From an optimization exercise on the open Yosys and OpenROAD flow, aimed at small area and a short achievable clock period; shortcuts taken in it are not production practice.
The RTL was checked by simulation tests, not by an equivalence proof against the original design.
No activity file was given, so power comes from the tool's default toggle rates.

[flow/design.v]
`timescale 1ns/10ps
module md4_block_load
(
    input  logic        clk,
    input  logic        rst_n,
    input  logic [31:0] msg,
    output logic [31:0] out_a,
    output logic [31:0] out_b,
    output logic [31:0] out_c,
    output logic [31:0] out_d,
    output logic [31:0] out_msg
);
    logic [31:0] msg_le;
    assign msg_le = {msg[7:0], msg[15:8], msg[23:16], msg[31:24]};
    always_ff @(posedge clk)
    begin
        if (!rst_n)
        begin
            out_a   <= '0;
            out_b   <= '0;
            out_c   <= '0;
            out_d   <= '0;
            out_msg <= '0;
        end
        else
        begin
            out_a   <= 32'h67452301;
            out_b   <= 32'hefcdab89;
            out_c   <= 32'h98badcfe;
            out_d   <= 32'h10325476;
            out_msg <= msg_le;
        end
    end
endmodule
`timescale 1ns/10ps
module md4_step
#(
    parameter int STEP = 0
)
(
    input  logic        clk,
    input  logic        rst_n,
    input  logic [31:0] in_a,
    input  logic [31:0] in_b,
    input  logic [31:0] in_c,
    input  logic [31:0] in_d,
    input  logic [31:0] in_msg,
    output logic [31:0] out_a,
    output logic [31:0] out_b,
    output logic [31:0] out_c,
    output logic [31:0] out_d,
    output logic [31:0] out_msg
);
    localparam int ROUND = STEP / 16;
    localparam int POS   = STEP % 16;
    localparam int SHIFT = (ROUND == 0) ? ((POS % 4 == 0) ? 3 : (POS % 4 == 1) ? 7 :
                                           (POS % 4 == 2) ? 11 : 19) :
                           (ROUND == 1) ? ((POS % 4 == 0) ? 3 : (POS % 4 == 1) ? 5 :
                                           (POS % 4 == 2) ? 9 : 13) :
                                          ((POS % 4 == 0) ? 3 : (POS % 4 == 1) ? 9 :
                                           (POS % 4 == 2) ? 11 : 15);
    localparam int X_IDX = (ROUND == 0) ? POS :
                           (ROUND == 1) ? ((POS % 4) * 4 + POS / 4) :
                           (((POS & 1) << 3) | ((POS & 2) << 1) | ((POS & 4) >> 1) | ((POS & 8) >> 3));
    localparam logic [31:0] K_ADD = (ROUND == 0) ? 32'h0 :
                                    (ROUND == 1) ? 32'h5a827999 : 32'h6ed9eba1;
    logic [31:0] f_val;
    logic [31:0] x_val;
    logic [31:0] sum;
    logic [31:0] rot;
    always_comb
    begin
        case (ROUND)
            0:       f_val = in_d ^ (in_b & (in_c ^ in_d));           
            1:       f_val = (in_b & (in_c | in_d)) | (in_c & in_d);  
            default: f_val = in_b ^ in_c ^ in_d;                      
        endcase
    end
    always_comb
    begin
        case (X_IDX)
            0:       x_val = in_msg;
            1:       x_val = 32'h00000080;
            14:      x_val = 32'd32;
            default: x_val = '0;
        endcase
    end
    assign sum = in_a + f_val + x_val + K_ADD;
    assign rot = (sum << SHIFT) | (sum >> (32 - SHIFT));
    always_ff @(posedge clk)
    begin
        if (!rst_n)
        begin
            out_a   <= '0;
            out_b   <= '0;
            out_c   <= '0;
            out_d   <= '0;
            out_msg <= '0;
        end
        else
        begin
            out_a   <= in_d;
            out_b   <= rot;
            out_c   <= in_b;
            out_d   <= in_c;
            out_msg <= in_msg;    
        end
    end
endmodule
`timescale 1ns/10ps
module md4_round
#(
    parameter int ROUND = 0
)
(
    input  logic        clk,
    input  logic        rst_n,
    input  logic [31:0] in_a,
    input  logic [31:0] in_b,
    input  logic [31:0] in_c,
    input  logic [31:0] in_d,
    input  logic [31:0] in_msg,
    output logic [31:0] out_a,
    output logic [31:0] out_b,
    output logic [31:0] out_c,
    output logic [31:0] out_d,
    output logic [31:0] out_msg
);
    localparam int N = 16;
    logic [N:0][31:0] link_a;
    logic [N:0][31:0] link_b;
    logic [N:0][31:0] link_c;
    logic [N:0][31:0] link_d;
    logic [N:0][31:0] link_msg;
    assign link_a[0]   = in_a;
    assign link_b[0]   = in_b;
    assign link_c[0]   = in_c;
    assign link_d[0]   = in_d;
    assign link_msg[0] = in_msg;
    genvar i;
    generate
        for (i = 0; i < N; i++)
        begin : g_step
            md4_step
            #(
                .STEP (ROUND * N + i)
            )
            u_step
            (
                .clk     (clk),
                .rst_n   (rst_n),
                .in_a    (link_a[i]),
                .in_b    (link_b[i]),
                .in_c    (link_c[i]),
                .in_d    (link_d[i]),
                .in_msg  (link_msg[i]),
                .out_a   (link_a[i+1]),
                .out_b   (link_b[i+1]),
                .out_c   (link_c[i+1]),
                .out_d   (link_d[i+1]),
                .out_msg (link_msg[i+1])
            );
        end
    endgenerate
    assign out_a   = link_a[N];
    assign out_b   = link_b[N];
    assign out_c   = link_c[N];
    assign out_d   = link_d[N];
    assign out_msg = link_msg[N];
endmodule
`timescale 1ns/10ps
module md4_digest_out
(
    input  logic         clk,
    input  logic         rst_n,
    input  logic [31:0]  in_a,
    input  logic [31:0]  in_b,
    input  logic [31:0]  in_c,
    input  logic [31:0]  in_d,
    output logic [127:0] digest
);
    logic [31:0] sum_a;
    logic [31:0] sum_b;
    logic [31:0] sum_c;
    logic [31:0] sum_d;
    assign sum_a = in_a + 32'h67452301;
    assign sum_b = in_b + 32'hefcdab89;
    assign sum_c = in_c + 32'h98badcfe;
    assign sum_d = in_d + 32'h10325476;
    always_ff @(posedge clk)
    begin
        if (!rst_n)
        begin
            digest <= '0;
        end
        else
        begin
            digest <= {sum_a[7:0], sum_a[15:8], sum_a[23:16], sum_a[31:24],
                       sum_b[7:0], sum_b[15:8], sum_b[23:16], sum_b[31:24],
                       sum_c[7:0], sum_c[15:8], sum_c[23:16], sum_c[31:24],
                       sum_d[7:0], sum_d[15:8], sum_d[23:16], sum_d[31:24]};
        end
    end
endmodule
`timescale 1ns/10ps
module md4_core
(
    input  logic         clk,
    input  logic         rst_n,
    input  logic [31:0]  msg,
    output logic [127:0] digest
);
    logic [31:0] ld_a, ld_b, ld_c, ld_d, ld_msg;
    logic [31:0] r0_a, r0_b, r0_c, r0_d, r0_msg;
    logic [31:0] r1_a, r1_b, r1_c, r1_d, r1_msg;
    logic [31:0] r2_a, r2_b, r2_c, r2_d, r2_msg;
    md4_block_load u_load
    (
        .clk     (clk),
        .rst_n   (rst_n),
        .msg     (msg),
        .out_a   (ld_a),
        .out_b   (ld_b),
        .out_c   (ld_c),
        .out_d   (ld_d),
        .out_msg (ld_msg)
    );
    md4_round
    #(
        .ROUND (0)
    )
    u_round0
    (
        .clk (clk), .rst_n (rst_n),
        .in_a  (ld_a), .in_b  (ld_b), .in_c  (ld_c), .in_d  (ld_d), .in_msg  (ld_msg),
        .out_a (r0_a), .out_b (r0_b), .out_c (r0_c), .out_d (r0_d), .out_msg (r0_msg)
    );
    md4_round
    #(
        .ROUND (1)
    )
    u_round1
    (
        .clk (clk), .rst_n (rst_n),
        .in_a  (r0_a), .in_b  (r0_b), .in_c  (r0_c), .in_d  (r0_d), .in_msg  (r0_msg),
        .out_a (r1_a), .out_b (r1_b), .out_c (r1_c), .out_d (r1_d), .out_msg (r1_msg)
    );
    md4_round
    #(
        .ROUND (2)
    )
    u_round2
    (
        .clk (clk), .rst_n (rst_n),
        .in_a  (r1_a), .in_b  (r1_b), .in_c  (r1_c), .in_d  (r1_d), .in_msg  (r1_msg),
        .out_a (r2_a), .out_b (r2_b), .out_c (r2_c), .out_d (r2_d), .out_msg (r2_msg)
    );
    md4_digest_out u_out
    (
        .clk    (clk),
        .rst_n  (rst_n),
        .in_a   (r2_a),
        .in_b   (r2_b),
        .in_c   (r2_c),
        .in_d   (r2_d),
        .digest (digest)
    );
endmodule
[flow/run.sh]
#!/bin/bash
# synth_recipe.tcl (not shown) runs the flow's synth.tcl, then flattens the netlist and writes it again
# the make line also repeats each setting of config.mk as NAME=value (left out here)
make -C /OpenROAD-flow-scripts/flow DESIGN_CONFIG=/design/flow/config.mk WORK_HOME=/design/flow/orfs CLKGATE_MAP_FILE= SYNTH_SCRIPT=/design/flow/synth_recipe.tcl finish
[flow/config.mk]
export PLATFORM = sky130hd
export DESIGN_NAME = md4_core
export DESIGN_NICKNAME = md4_core
export VERILOG_FILES = /design/flow/design.v
export SDC_FILE = /design/flow/constraint.sdc
export NUM_CORES = 4
export LEC_CHECK = 0
export CAP_MARGIN = 20
export CORE_MARGIN = 2
export CORE_UTILIZATION = 40
export SLEW_MARGIN = 20
[flow/constraint.sdc]
create_clock -name core_clock -period 5.5 [get_ports {clk}]
set_input_delay 1.1000 -clock core_clock [delete_from_list [all_inputs] [get_ports {clk}]]
set_output_delay 1.1000 -clock core_clock [all_outputs]
set_load 0.01 [all_outputs]
==> run notes <==
[layer usage]
metal | up-vias | routed length, um
met4 | 12 | 45200
met1 | 94758 | 390000
li1 | 97698 | -
met5 | - | 82
met3 | 1470 | 36400
met2 | 4374 | 442000
[area by class of cell]
class                   count  area [um^2]  share of cell area
clock buffers            1005        21000              0.0630
flip-flops and latches   7140       143000               0.428
diodes                     36         90.1            0.000270
clock inverters           348         4800              0.0144
well taps                9858        12300              0.0369
repair buffers            295         3040             0.00910
multi-input cells       19566       142000               0.425
inverters                2104         7910              0.0237
[cell usage after synthesis (all sizes together), types with 25 or more instances]
library cell and count:
a31oi 149, mux2 385, nand2 745, and2 5660, inv 2104, dfxtp 7140, a221oi 29, o21ai 919
xor2 877, and3 162, o211ai 55, nand4 121, nor3 266, xnor2 1427, mux2i 65, nand2b 195
nand3 264, and4 25, a211oi 117, a31o 31, or3 64, nor3b 51, o31ai 78, a41oi 43
a21boi 37, nor2 1827, clkbuf 914, ha 2431, a21oi 1181, a211o 35, o21bai 190, maj3 263
a2111oi 41, nor2b 228, or2 45, nor4 29, o21a 149, fa 106, a21o 978
[worst min path at each step]
stage / start / to / slack, ns / depth (start not counted)
6_report: u_round1.g_step[6].u_step.out_msg[3] / u_round1.g_step[7].u_step.out_msg[3] / 0.41 / 1
5_1_grt: u_round1.g_step[3].u_step.out_msg[3] / u_round1.g_step[4].u_step.out_msg[3] / 0.42 / 1
4_1_cts: u_round1.g_step[12].u_step.out_msg[14] / u_round1.g_step[13].u_step.out_msg[14] / 0.41 / 1
3_5_place_dp: u_round0.g_step[9].u_step.out_msg[2] / u_round0.g_step[10].u_step.out_msg[2] / 0.42 / 1
3_3_place_gp: u_round0.g_step[1].u_step.out_msg[15] / u_round0.g_step[2].u_step.out_msg[15] / 0.41 / 1
2_1_floorplan: u_round2.g_step[15].u_step.out_d[0] / u_out.digest[24] / 0.41 / 1
[critical path: stages (launching register included)]
cell and delay (ns):
dfxtp_1 0.42, maj3_1 0.40, ha_1 0.28, ha_1 0.16
inv_1 0.06, fa_1 0.43, nor2b_1 0.17, o21ai_1 0.10
a21oi_1 0.24, a41oi_1 0.21, a21oi_1 0.33, a31o_2 0.26
a21oi_1 0.11, o31ai_1 0.62, or2_1 0.22, a21oi_1 0.08
mux2i_1 0.79
[power by group through the flow]
stage	clock [uW]	combinational [uW]	sequential, uW
after global placement	0	43300	61200
final	52500	43800	60100
after global routing	55600	48800	60200
after detailed placement	0	43300	61200
after floorplan	0	31900	58600
after CTS	53500	43800	60100
[kinds of logic after synthesis]
logic type | count (synthesis)
buffers and inverters | 3028
AND/OR/NAND/NOR | 9731
multiplexers | 450
adder cells (fa/ha/maj) | 2800
AO/OA/AOI/OAI | 4281
flip-flops | 7140
XOR/XNOR | 2304
[metrics by stage]
stage,setup WS [ns],hold slack [ns],util
after CTS,0.467,0.407,0.452
after global routing,0.0971,0.422,0.452
after global placement,0.172,0.413,0.417
final,0.377,0.408,0.452
after detailed placement,0.508,0.417,0.417
after floorplan,1.51,0.412,-
[placed cells by master (no fill, tap or decap), drive strengths merged, types with 78 or more instances in the layout]
cell           netlist  final
clkdlybuf4s50        0    160
nor2              1827   1827
a211oi             117    117
o21a               149    149
fa                 106    106
nand3              264    264
nor3               266    266
maj3               263    263
nand2b             195    195
ha                2431   2431
inv               2104   2150
nand4              121    121
clkinv               0    173
xnor2             1427   1427
clkbuf             914   1005
mux2               385    385
a21oi             1181   1181
nor2b              228    228
nand2              745    745
a21o               978    978
buf                 10    135
and2              5660   5660
o21ai              919    919
bufinv               0     80
xor2               877    877
o31ai               78     78
dfxtp             7140   7140
and3               162    162
a31oi              149    149
o21bai             190    190
[flip-flops by register name (all words and copies together) (netlist names)]
signal	flops
u_round0.g_step.u_step.out_b	512
u_round0.g_step.u_step.out_msg	512
u_round1.g_step.u_step.out_a	512
u_round1.g_step.u_step.out_b	512
u_round1.g_step.u_step.out_c	512
u_round1.g_step.u_step.out_d	512
u_round1.g_step.u_step.out_msg	512
u_round2.g_step.u_step.out_a	512
u_round2.g_step.u_step.out_b	512
u_round2.g_step.u_step.out_c	512
u_round2.g_step.u_step.out_d	512
u_round0.g_step.u_step.out_c	480
u_round0.g_step.u_step.out_d	449
u_round0.g_step.u_step.out_a	418
u_out.digest	128
u_load.out_msg	32
u_load.out_a	1
==> results.py <==
metrics = {
    "run_status": {
        "status": "finished clean",
    },
    "setup_path": {
        "r2r_slack_ns": 0.38,
        "reg2reg_from": "u_round1.g_step[0].u_step.out_b[1]",
        "cp_max_fo": 4,
        "arrival_ns": 6.02,
        "required_ns": 6.40,
        "reg2regPathDepth": 16,
        "critical_path_class": "reg2reg",
        "crit_path_end": "u_round1.g_step[1].u_step.out_b[0]",
        "rr_endpoint": "u_round1.g_step[1].u_step.out_b[0]",
        "critPathLaunch": "u_round1.g_step[0].u_step.out_b[1]",
        "start_kind": "flop",
        "end_kind": "flop",
    },
    "timing": {
        "tightest_slew_ns": 1.31,
        "setup_violations": 0,
        "drv_slew": 0,
        "totalNegativeSetupSlack_ns": 0,
        "fmax_mhz": 195,
        "clock_skew_ns": 0.0685,
        "post-route-min-period_ns": 5.12,
        "min_period_over_period": 0.932,
        "rsz0062_at_grt": "no",
        "max-slew-margin-rel": 0.126,
        "hold_viol": 0,
    },
    "synth": {
        "syn_area_um2": 296000,
        "synthAdderAreaFrac": 0.119,
        "synth_top_family_by_area": "simple AND/OR/NAND/NOR gates",
        "yosysTopAreaCellShare": 0.483,
        "yosys_most_used_dff": "dfxtp_1",
        "synthDistinctLibCells": 105,
        "ys_seq_elements": 7140,
        "avgSynthCellArea_um2": 9.96,
        "muxShareOfSynthArea": 0.0168,
        "synthXorXnorAreaFrac": 0.0681,
        "yosysWarnings": 50,
        "synth_top_area_cell": "dfxtp_1",
        "synth.area.top_cells": "dfxtp_1 (48%), and2_1 (12%), ha_1 (10%)",
        "synth-simple-area-share": 0.182,
        "syn_inst": 29734,
        "syn_nets": 32305,
        "synth-compound-area-share": 0.0928,
        "async_reset_ff_frac": 0,
        "synth-edff-count": 0,
        "seq_area_frac_synth": 0.483,
    },
    "layout": {
        "layout-drive-gt1-share": 0.0608,
        "layout.cells.non_filler": 40352,
        "fin_area_um2": 334000,
        "fin_nets": 32417,
        "fill_cells": 70205,
        "synthToLayoutAreaGrowth_pct": 12.8,
    },
    "power_and_ir_drop": {
        "combPwrFrac": 0.280,
        "total_power_uw": 156000,
        "netSwitchingPower_uw": 51400,
        "peakVddDrop_v": 0.000401,
        "pwr-share-clk": 0.336,
        "p_leak_uw": 0.151,
        "pwr_density_cell_nw_per_um2": 468,
        "cellInternalPower_uw": 105000,
        "p_seq_frac": 0.384,
        "power_switching_share": 0.329,
    },
    "floorplan": {
        "die_w_um": 864,
        "start_util": 0.401,
        "pin_count": 162,
        "fp.dieArea_um2": 747000,
        "die_h_um": 864,
        "core_area_um2": 739000,
        "rows": 316,
    },
    "place": {
        "hpwl_um": 730000,
        "post_dp_cell_area_um2": 308000,
        "numPortBuffers": 161,
        "place.gp.congestion": 0.968,
        "post-place-cells": 38962,
    },
    "clock_network": {
        "clock_tree.root_cell": "clkbuf_16",
        "cts_resized": 0,
        "cts_setup_buffers": 0,
        "htree_num_levels": 6,
        "cts_buffer_depth": 4,
        "cts_tree": "yes",
        "path_clk_slew_ns": 0.06,
        "clock-sinks": 7140,
        "clock_latency_ns": 1.15,
        "cts_buffers": 739,
        "ctsHoldBuffers": 0,
    },
    "detailed_routing": {
        "ant_nets": 0,
        "drtIter0Drc": 12237,
        "drc": 0,
        "via_per_inst": 4.91,
        "wire_per_inst_um": 22.6,
        "vias": 198312,
        "drt-total-wl_um": 914000,
        "dr.pass1.iters": 6,
    },
    "grt": {
        "globalRouteMet1Util": 0.292,
        "grt_overflow": 0,
        "grtUsageTotal": 0.236,
        "grt_busiest_layer": "met2",
        "grt_max_degree": 284,
        "grt_pass1_wl_um": 1320000,
        "antenna_found_initial": 60,
        "grt_pass1_vias": 196299,
        "grtUsageMet2": 0.412,
        "globalRouteMet3Util": 0.0287,
    },
    "min_path": {
        "hp-class": "reg2reg",
    },
    "flow_run": {
        "drv_cap": 0,
    },
}

==> re-timing with driven ports <==
Ports are ideal in the flow. The routed layout listed here was re-timed in OpenROAD. Step 1, drivers: a clkbuf_16 drives clk and a buf_2 each remaining input, both assumed. Step 2, shift: input delay + t, output delay - t, t = (earliest + latest rising clock arrival at the registers) / 2. This alone moves slack from input paths to output paths. Three values: no drivers, after step 1, after step 2; two values: the first two.
shift t [ns]: 1.252
setup WS [ns]: 0.377 / 0.377 / 0.377
hold WS [ns]: 0.408 / 0.408 / 0.408
worst slew at a driven data input, ns: 0.20
After both steps setup and hold are still met in this run. For this run, drivers alone change the setup slack by 0.000 ns; drivers and shift together by 0.000 ns.
